Context: an optimization exercise on an open-source flow, tuned for small area and a short achievable clock period. The choices shown serve that exercise and are no tape-out recipe. Function was checked by simulation only, so behaviour that the tests miss may differ from the original. Power is estimated from default activity; no workload was simulated.

==> run a: inputs <==
// alu_core_top
module alu_core_top (
	input  logic        clk,
	input  logic        rst,
	input  logic        instr_valid,
	input  logic [31:0] instr,
	output logic        result_valid,
	output logic [31:0] result_data,
	output logic [4:0]  result_reg,
	output logic        exc_valid,
	output logic [4:0]  exc_cause,
	output logic [31:0] exc_vector
);
	logic [31:0] regs [1:31];
	logic [31:1] rvalid;
	logic        res_wr;    
	logic [31:1] wdec;
	always_comb
		for (int i = 1; i < 32; i++)
			wdec[i] = res_wr && (result_reg == 5'(i));
	always_ff @(posedge clk) begin
		for (int i = 1; i < 32; i++)
			if (wdec[i]) regs[i] <= result_data;
	end
	always_ff @(posedge clk) begin
		if (rst) rvalid <= '0;
		else     rvalid <= rvalid | wdec;
	end
	logic [5:0]  opcode, funct;
	logic [4:0]  rs, rt, rd;
	logic [15:0] imm;
	assign opcode = instr[31:26];
	assign rs     = instr[25:21];
	assign rt     = instr[20:16];
	assign rd     = instr[15:11];
	assign funct  = instr[5:0];
	assign imm    = instr[15:0];
	logic is_r;
	logic f_add, f_sub, f_and, f_or, f_xor, f_nor, f_slt, f_sll, f_srl, f_sra;
	logic o_addi, o_slti, o_ori, o_xori, o_andi, o_lui;
  ...
Settings: LEC_CHECK=0, CAP_MARGIN=20, CORE_MARGIN=2, CORE_UTILIZATION=40, SLEW_MARGIN=20; clock period 5.0 ns.
run.sh (not shown) runs the stock make flow with config.mk's settings and CLKGATE_MAP_FILE= SYNTH_SCRIPT=/design/flow/synth_recipe.tcl, a recipe that flattens the netlist after the stock synthesis.
==> run b: changes against run a <==
--- a/flow/design.v
+++ b/flow/design.v
@@ -65,24 +65,28 @@
 	output logic        result_valid,
 	output logic [31:0] result_data,
 	output logic [4:0]  result_reg,
 	output logic        exc_valid,
 	output logic [4:0]  exc_cause,
 	output logic [31:0] exc_vector
 );
+	logic [31:0] w_data;    
+	logic [4:0]  w_reg;     
+	logic        w_en;      
+	assign w_data = result_data;
+	assign w_reg  = result_reg;
 	logic [31:0] regs [1:31];
 	logic [31:1] rvalid;
-	logic        res_wr;    
 	logic [31:1] wdec;
 	always_comb
 		for (int i = 1; i < 32; i++)
-			wdec[i] = res_wr && (result_reg == 5'(i));
+			wdec[i] = w_en && (w_reg == 5'(i));
 	always_ff @(posedge clk) begin
 		for (int i = 1; i < 32; i++)
-			if (wdec[i]) regs[i] <= result_data;
+			if (wdec[i]) regs[i] <= w_data;
 	end
 	always_ff @(posedge clk) begin
 		if (rst) rvalid <= '0;
 		else     rvalid <= rvalid | wdec;
 	end
 	logic [5:0]  opcode, funct;
 	logic [4:0]  rs, rt, rd;
@@ -114,116 +118,148 @@
 	assign o_andi = opcode == 6'b000001;
 	assign o_lui  = opcode == 6'b000111;
 	logic known;
 	assign known = f_add | f_sub | f_and | f_or | f_xor | f_nor | f_slt | f_sll | f_srl | f_sra |
 	               o_addi | o_slti | o_ori | o_xori | o_andi | o_lui;
 	logic [4:0] dest;
 	assign dest = is_r ? rd : rt;
+	logic inv;    
+	assign inv = f_sub | f_slt | o_slti;
 	logic [31:0] immv;
 	always_comb begin
 		if (o_lui)
 			immv = {imm, 16'h0000};
 		else if (o_addi || o_slti)
 			immv = {{16{imm[15]}}, imm};
 		else
 			immv = {16'h0000, imm};
 	end
 	logic        e_valid;    
 	logic        e_wr;       
 	logic        e_unknown;
 	logic [4:0]  e_dest;
 	logic [31:0] e_a, e_b;
-	logic        e_fwd_a, e_fwd_b;
 	logic        e_add, e_sub, e_inv, e_sum, e_slt, e_sl, e_sr, e_sra;
 	logic [3:0]  e_tt;       
-	logic byp_a, byp_b;
-	assign byp_a = res_wr && (result_reg == rs);
-	assign byp_b = res_wr && (result_reg == rt);
+	logic [31:0] y;          
 	logic [31:0] rd_a, rd_b;
 	always_comb begin
-		rd_a = byp_a ? result_data : '0;
-		rd_b = byp_b ? result_data : '0;
+		rd_a = '0;
+		rd_b = '0;
 		for (int i = 1; i < 32; i++) begin
-			if (!byp_a && rvalid[i] && rs == 5'(i)) rd_a = rd_a | regs[i];
-			if (!byp_b && rvalid[i] && rt == 5'(i)) rd_b = rd_b | regs[i];
-		end
-	end
+			if (rvalid[i] && rs == 5'(i)) rd_a = rd_a | regs[i];
+			if (rvalid[i] && rt == 5'(i)) rd_b = rd_b | regs[i];
+		end
+	end
+	logic e_fw;
+	assign e_fw = e_wr && !exc_valid;
+	logic fwd_a, fwd_b, byp_a, byp_b;
+	assign fwd_a = e_fw && (e_dest == rs);
+	assign fwd_b = e_fw && (e_dest == rt);
+	assign byp_a = w_en && (w_reg == rs);
+	assign byp_b = w_en && (w_reg == rt);
 	logic [31:0] opa, opb;
-	assign opa = o_lui ? '0 : rd_a;
-	assign opb = is_r ? rd_b : immv;
-	logic flush;
-	always_ff @(posedge clk) begin
-		if (rst || flush) begin
+	always_comb begin
+		if (o_lui)      opa = '0;
+		else if (fwd_a) opa = y;
+		else if (byp_a) opa = w_data;
+		else            opa = rd_a;
+		if (!is_r)      opb = immv;
+		else if (fwd_b) opb = y;
+		else if (byp_b) opb = w_data;
+		else            opb = rd_b;
+	end
+	always_ff @(posedge clk) begin
+		if (rst) begin
 			e_valid <= 1'b0;
 			e_wr    <= 1'b0;
 		end else begin
 			e_valid <= instr_valid;
 			e_wr    <= instr_valid && (dest != 5'd0);
 		end
 	end
 	always_ff @(posedge clk) begin
 		e_unknown <= !known;
 		e_dest    <= dest;
 		e_a       <= opa;
-		e_b       <= opb;
-		e_fwd_a   <= e_wr && (e_dest == rs) && !o_lui;
-		e_fwd_b   <= e_wr && (e_dest == rt) && is_r;
+		e_b       <= opb ^ {32{inv}};
 		e_add     <= f_add | o_addi;
 		e_sub     <= f_sub;
-		e_inv     <= f_sub | f_slt | o_slti;
+		e_inv     <= inv;
 		e_sum     <= f_add | o_addi | f_sub;
 		e_slt     <= f_slt | o_slti;
 		e_sl      <= f_sll;
 		e_sr      <= f_srl | f_sra;
 		e_sra     <= f_sra;
 		e_tt      <= (f_and | o_andi)         ? 4'b1000 :
 		             (f_or | o_ori | o_lui)   ? 4'b1110 :
 		             (f_xor | o_xori)         ? 4'b0110 :
 		             f_nor                    ? 4'b0001 : 4'b0000;
 	end
 	logic [31:0] a, b;
-	assign a = e_fwd_a ? result_data : e_a;
-	assign b = e_fwd_b ? result_data : e_b;
-	logic [31:0] bx;
-	logic [32:0] s;
-	assign bx = b ^ {32{e_inv}};
-	assign s  = {1'b0, a} + {1'b0, bx} + {32'd0, e_inv};
+	assign a = e_a;
+	assign b = e_b;    
+	logic [31:0] g0, p0, x0;
+	assign g0 = a & b;
+	assign p0 = a | b;
+	assign x0 = a ^ b;
+	logic [31:0] gg [0:5];
+	logic [31:0] pp [0:5];
+	always_comb begin
+		gg[0] = g0;
+		pp[0] = p0;
+		gg[0][0] = g0[0] | (p0[0] & e_inv);
+		for (int l = 0; l < 5; l++) begin
+			for (int i = 0; i < 32; i++) begin
+				if (i & (1 << l)) begin
+					gg[l+1][i] = gg[l][i] | (pp[l][i] & gg[l][(i & ~((1 << l) - 1)) - 1]);
+					pp[l+1][i] = pp[l][i] & pp[l][(i & ~((1 << l) - 1)) - 1];
+				end else begin
+					gg[l+1][i] = gg[l][i];
+					pp[l+1][i] = pp[l][i];
+				end
+			end
+		end
+	end
+	logic [32:0] c;    
+	assign c = {gg[5], e_inv};
+	logic [31:0] s;
+	assign s = x0 ^ c[31:0];
 	logic lt;
-	assign lt = !s[32] ^ a[31] ^ b[31];
+	assign lt = c[32] ^ a[31] ^ b[31];
 	logic ovf;
-	assign ovf = (e_add && s[32]) || (e_sub && !s[32]);
+	assign ovf = (e_add && c[32]) || (e_sub && !c[32]);
 	logic [31:0] sh_in, sh_out, a_rev, sh_rev;
 	always_comb
 		for (int i = 0; i < 32; i++) a_rev[i] = a[31-i];
 	assign sh_in = e_sl ? a_rev : a;
 	assign sh_out = 32'($signed({e_sra && a[31], sh_in}) >>> b[4:0]);
 	always_comb
 		for (int i = 0; i < 32; i++) sh_rev[i] = sh_out[31-i];
 	logic [31:0] lg;
 	always_comb
 		for (int i = 0; i < 32; i++) lg[i] = e_tt[{a[i], b[i]}];
-	logic [31:0] y;
-	assign y = ({32{e_sum}} & s[31:0]) |
+	assign y = ({32{e_sum}} & s) |
 	           {31'd0, e_slt && lt} |
 	           lg |
 	           ({32{e_sr}} & sh_out) |
 	           ({32{e_sl}} & sh_rev);
-	logic exc;
-	assign exc   = e_unknown || ovf;
-	assign flush = e_valid && exc;
+	logic e_live, exc;
+	assign e_live = e_valid && !exc_valid;
+	assign exc    = e_unknown || ovf;
 	logic e_unk_q;
 	always_ff @(posedge clk) begin
 		if (rst) begin
 			result_valid <= 1'b0;
 			exc_valid    <= 1'b0;
-			res_wr       <= 1'b0;
+			w_en         <= 1'b0;
 		end else begin
-			result_valid <= e_valid && !exc;
-			exc_valid    <= flush;
-			res_wr       <= e_wr && !exc;
+			result_valid <= e_live && !exc;
+			exc_valid    <= e_live && exc;
+			w_en         <= e_wr && !exc_valid && !exc;
 		end
 	end
 	always_ff @(posedge clk) begin
 		result_data <= y;
 		result_reg  <= e_dest;
 		e_unk_q     <= e_unknown;
 	end
==> flow/flow/run.sh (new file) <==
#!/bin/bash
# The standard layout with these changes passed to ORFS through the environment:
#  - no full/half-adder extraction in synthesis (ADDER_MAP_FILE empty), so ABC maps
#    the RTL's parallel-prefix adder as written instead of turning it into fa/ha chains;
#  - clock tree synthesis without dummy loads;
#  - port buffers of buf_2 cells, which timing repair can size, in place of the
#    delay cell buffer_ports picks by default.
# Registers and their names are those of the standard synthesis.
set -euo pipefail
cd "$(dirname "$0")/.."
export ADDER_MAP_FILE=
export BUFFER_PORTS_ARGS="-inputs -outputs -buffer_cell sky130_fd_sc_hd__buf_2"
export CTS_ARGS="-sink_clustering_enable -repair_clock_nets -dont_use_dummy_load"
bash standard.sh > flow_standard.log 2>&1
==> flow/standard.sh (new file) <==
#!/bin/bash
# synth_recipe.tcl (not shown) runs the flow's synth.tcl, then flattens the netlist and writes it again
# the make line also repeats each setting of config.mk as NAME=value (left out here)
make -C /OpenROAD-flow-scripts/flow DESIGN_CONFIG=/design/flow/config.mk WORK_HOME=/design/flow/orfs CLKGATE_MAP_FILE= SYNTH_SCRIPT=/design/flow/synth_recipe.tcl "${@:-finish}"
- CAP_MARGIN: 20 -> 40
- SETUP_SLACK_MARGIN: default -> 1.5
- SLEW_MARGIN: 20 -> 40
removed: flow/run.sh
==> run c: changes against run a <==
--- a/flow/design.v
+++ b/flow/design.v
@@ -65,24 +65,28 @@
 	output logic        result_valid,
 	output logic [31:0] result_data,
 	output logic [4:0]  result_reg,
 	output logic        exc_valid,
 	output logic [4:0]  exc_cause,
 	output logic [31:0] exc_vector
 );
+	logic [31:0] w_data;    
+	logic [4:0]  w_reg;     
+	logic        w_en;      
+	assign w_data = result_data;
+	assign w_reg  = result_reg;
 	logic [31:0] regs [1:31];
 	logic [31:1] rvalid;
-	logic        res_wr;    
 	logic [31:1] wdec;
 	always_comb
 		for (int i = 1; i < 32; i++)
-			wdec[i] = res_wr && (result_reg == 5'(i));
+			wdec[i] = w_en && (w_reg == 5'(i));
 	always_ff @(posedge clk) begin
 		for (int i = 1; i < 32; i++)
-			if (wdec[i]) regs[i] <= result_data;
+			if (wdec[i]) regs[i] <= w_data;
 	end
 	always_ff @(posedge clk) begin
 		if (rst) rvalid <= '0;
 		else     rvalid <= rvalid | wdec;
 	end
 	logic [5:0]  opcode, funct;
 	logic [4:0]  rs, rt, rd;
@@ -114,116 +118,148 @@
 	assign o_andi = opcode == 6'b000001;
 	assign o_lui  = opcode == 6'b000111;
 	logic known;
 	assign known = f_add | f_sub | f_and | f_or | f_xor | f_nor | f_slt | f_sll | f_srl | f_sra |
 	               o_addi | o_slti | o_ori | o_xori | o_andi | o_lui;
 	logic [4:0] dest;
 	assign dest = is_r ? rd : rt;
+	logic inv;    
+	assign inv = f_sub | f_slt | o_slti;
 	logic [31:0] immv;
 	always_comb begin
 		if (o_lui)
 			immv = {imm, 16'h0000};
 		else if (o_addi || o_slti)
 			immv = {{16{imm[15]}}, imm};
 		else
 			immv = {16'h0000, imm};
 	end
 	logic        e_valid;    
 	logic        e_wr;       
 	logic        e_unknown;
 	logic [4:0]  e_dest;
 	logic [31:0] e_a, e_b;
-	logic        e_fwd_a, e_fwd_b;
 	logic        e_add, e_sub, e_inv, e_sum, e_slt, e_sl, e_sr, e_sra;
 	logic [3:0]  e_tt;       
-	logic byp_a, byp_b;
-	assign byp_a = res_wr && (result_reg == rs);
-	assign byp_b = res_wr && (result_reg == rt);
+	logic [31:0] y;          
 	logic [31:0] rd_a, rd_b;
 	always_comb begin
-		rd_a = byp_a ? result_data : '0;
-		rd_b = byp_b ? result_data : '0;
+		rd_a = '0;
+		rd_b = '0;
 		for (int i = 1; i < 32; i++) begin
-			if (!byp_a && rvalid[i] && rs == 5'(i)) rd_a = rd_a | regs[i];
-			if (!byp_b && rvalid[i] && rt == 5'(i)) rd_b = rd_b | regs[i];
-		end
-	end
+			if (rvalid[i] && rs == 5'(i)) rd_a = rd_a | regs[i];
+			if (rvalid[i] && rt == 5'(i)) rd_b = rd_b | regs[i];
+		end
+	end
+	logic e_fw;
+	assign e_fw = e_wr && !exc_valid;
+	logic fwd_a, fwd_b, byp_a, byp_b;
+	assign fwd_a = e_fw && (e_dest == rs);
+	assign fwd_b = e_fw && (e_dest == rt);
+	assign byp_a = w_en && (w_reg == rs);
+	assign byp_b = w_en && (w_reg == rt);
 	logic [31:0] opa, opb;
-	assign opa = o_lui ? '0 : rd_a;
-	assign opb = is_r ? rd_b : immv;
-	logic flush;
-	always_ff @(posedge clk) begin
-		if (rst || flush) begin
+	always_comb begin
+		if (o_lui)      opa = '0;
+		else if (fwd_a) opa = y;
+		else if (byp_a) opa = w_data;
+		else            opa = rd_a;
+		if (!is_r)      opb = immv;
+		else if (fwd_b) opb = y;
+		else if (byp_b) opb = w_data;
+		else            opb = rd_b;
+	end
+	always_ff @(posedge clk) begin
+		if (rst) begin
 			e_valid <= 1'b0;
 			e_wr    <= 1'b0;
 		end else begin
 			e_valid <= instr_valid;
 			e_wr    <= instr_valid && (dest != 5'd0);
 		end
 	end
 	always_ff @(posedge clk) begin
 		e_unknown <= !known;
 		e_dest    <= dest;
 		e_a       <= opa;
-		e_b       <= opb;
-		e_fwd_a   <= e_wr && (e_dest == rs) && !o_lui;
-		e_fwd_b   <= e_wr && (e_dest == rt) && is_r;
+		e_b       <= opb ^ {32{inv}};
 		e_add     <= f_add | o_addi;
 		e_sub     <= f_sub;
-		e_inv     <= f_sub | f_slt | o_slti;
+		e_inv     <= inv;
 		e_sum     <= f_add | o_addi | f_sub;
 		e_slt     <= f_slt | o_slti;
 		e_sl      <= f_sll;
 		e_sr      <= f_srl | f_sra;
 		e_sra     <= f_sra;
 		e_tt      <= (f_and | o_andi)         ? 4'b1000 :
 		             (f_or | o_ori | o_lui)   ? 4'b1110 :
 		             (f_xor | o_xori)         ? 4'b0110 :
 		             f_nor                    ? 4'b0001 : 4'b0000;
 	end
 	logic [31:0] a, b;
-	assign a = e_fwd_a ? result_data : e_a;
-	assign b = e_fwd_b ? result_data : e_b;
-	logic [31:0] bx;
-	logic [32:0] s;
-	assign bx = b ^ {32{e_inv}};
-	assign s  = {1'b0, a} + {1'b0, bx} + {32'd0, e_inv};
+	assign a = e_a;
+	assign b = e_b;    
+	logic [31:0] g0, p0, x0;
+	assign g0 = a & b;
+	assign p0 = a | b;
+	assign x0 = a ^ b;
+	logic [31:0] gg [0:5];
+	logic [31:0] pp [0:5];
+	always_comb begin
+		gg[0] = g0;
+		pp[0] = p0;
+		gg[0][0] = g0[0] | (p0[0] & e_inv);
+		for (int l = 0; l < 5; l++) begin
+			for (int i = 0; i < 32; i++) begin
+				if (i & (1 << l)) begin
+					gg[l+1][i] = gg[l][i] | (pp[l][i] & gg[l][(i & ~((1 << l) - 1)) - 1]);
+					pp[l+1][i] = pp[l][i] & pp[l][(i & ~((1 << l) - 1)) - 1];
+				end else begin
+					gg[l+1][i] = gg[l][i];
+					pp[l+1][i] = pp[l][i];
+				end
+			end
+		end
+	end
+	logic [32:0] c;    
+	assign c = {gg[5], e_inv};
+	logic [31:0] s;
+	assign s = x0 ^ c[31:0];
 	logic lt;
-	assign lt = !s[32] ^ a[31] ^ b[31];
+	assign lt = c[32] ^ a[31] ^ b[31];
 	logic ovf;
-	assign ovf = (e_add && s[32]) || (e_sub && !s[32]);
+	assign ovf = (e_add && c[32]) || (e_sub && !c[32]);
 	logic [31:0] sh_in, sh_out, a_rev, sh_rev;
 	always_comb
 		for (int i = 0; i < 32; i++) a_rev[i] = a[31-i];
 	assign sh_in = e_sl ? a_rev : a;
 	assign sh_out = 32'($signed({e_sra && a[31], sh_in}) >>> b[4:0]);
 	always_comb
 		for (int i = 0; i < 32; i++) sh_rev[i] = sh_out[31-i];
 	logic [31:0] lg;
 	always_comb
 		for (int i = 0; i < 32; i++) lg[i] = e_tt[{a[i], b[i]}];
-	logic [31:0] y;
-	assign y = ({32{e_sum}} & s[31:0]) |
+	assign y = ({32{e_sum}} & s) |
 	           {31'd0, e_slt && lt} |
 	           lg |
 	           ({32{e_sr}} & sh_out) |
 	           ({32{e_sl}} & sh_rev);
-	logic exc;
-	assign exc   = e_unknown || ovf;
-	assign flush = e_valid && exc;
+	logic e_live, exc;
+	assign e_live = e_valid && !exc_valid;
+	assign exc    = e_unknown || ovf;
 	logic e_unk_q;
 	always_ff @(posedge clk) begin
 		if (rst) begin
 			result_valid <= 1'b0;
 			exc_valid    <= 1'b0;
-			res_wr       <= 1'b0;
+			w_en         <= 1'b0;
 		end else begin
-			result_valid <= e_valid && !exc;
-			exc_valid    <= flush;
-			res_wr       <= e_wr && !exc;
+			result_valid <= e_live && !exc;
+			exc_valid    <= e_live && exc;
+			w_en         <= e_wr && !exc_valid && !exc;
 		end
 	end
 	always_ff @(posedge clk) begin
 		result_data <= y;
 		result_reg  <= e_dest;
 		e_unk_q     <= e_unknown;
 	end
- SETUP_SLACK_MARGIN: default -> 1.5
==> notes <==
Of run b and run c, run c has the higher critical path depth (gap 3).
Against run c, the non-clock buffer count of run a is lower by 49.
Against run a, the worst hold slack of run c is better by 0.033 ns.
Between run b and run c, the lower clock skew is in run c (gap 0.020 ns).
The lowest count of clock-buffer cells in the layout belongs to run b, the highest to run a.
Between run a and run c, the lower final cell count is in run a (gap about 0.9%, measured against run c).
Against run b, the first-iteration DRC count of run a is lower by about 18%.
Combinational power, highest first: run a, run c, run b.

==> static timing again, ports no longer ideal <==
The results above use ideal ports. As a check the final layouts listed here were re-extracted and re-timed, cells and wires unchanged.
Step 1, drivers: a clkbuf_16 drives clk and a buf_2 each remaining input, both assumed.
Step 2 adds t to the input delays and takes it off the output delays; t is the mean of the earliest and latest rising clock arrival at the registers after step 1. Input paths then give back, and output paths get back, about the clock's delay inside the block.
Slacks: no drivers / after step 1 / after step 2; pairs: no drivers / after step 1.
run	t, ns	slack for setup (ns)	hold WS [ns]
run a	0.859	0.328 / 0.328 / -0.006	0.372 / 0.372 / 0.372
run b	0.824	1.235 / 1.292 / 0.468	0.400 / 0.400 / 0.400
run c	0.841	1.253 / 1.253 / 0.661	0.405 / 0.405 / 0.405
Met with ideal ports but missed after step 2: setup timing in run a. For run b, which loses most, drivers alone change the setup slack by +0.057 ns; drivers and shift together by -0.767 ns.
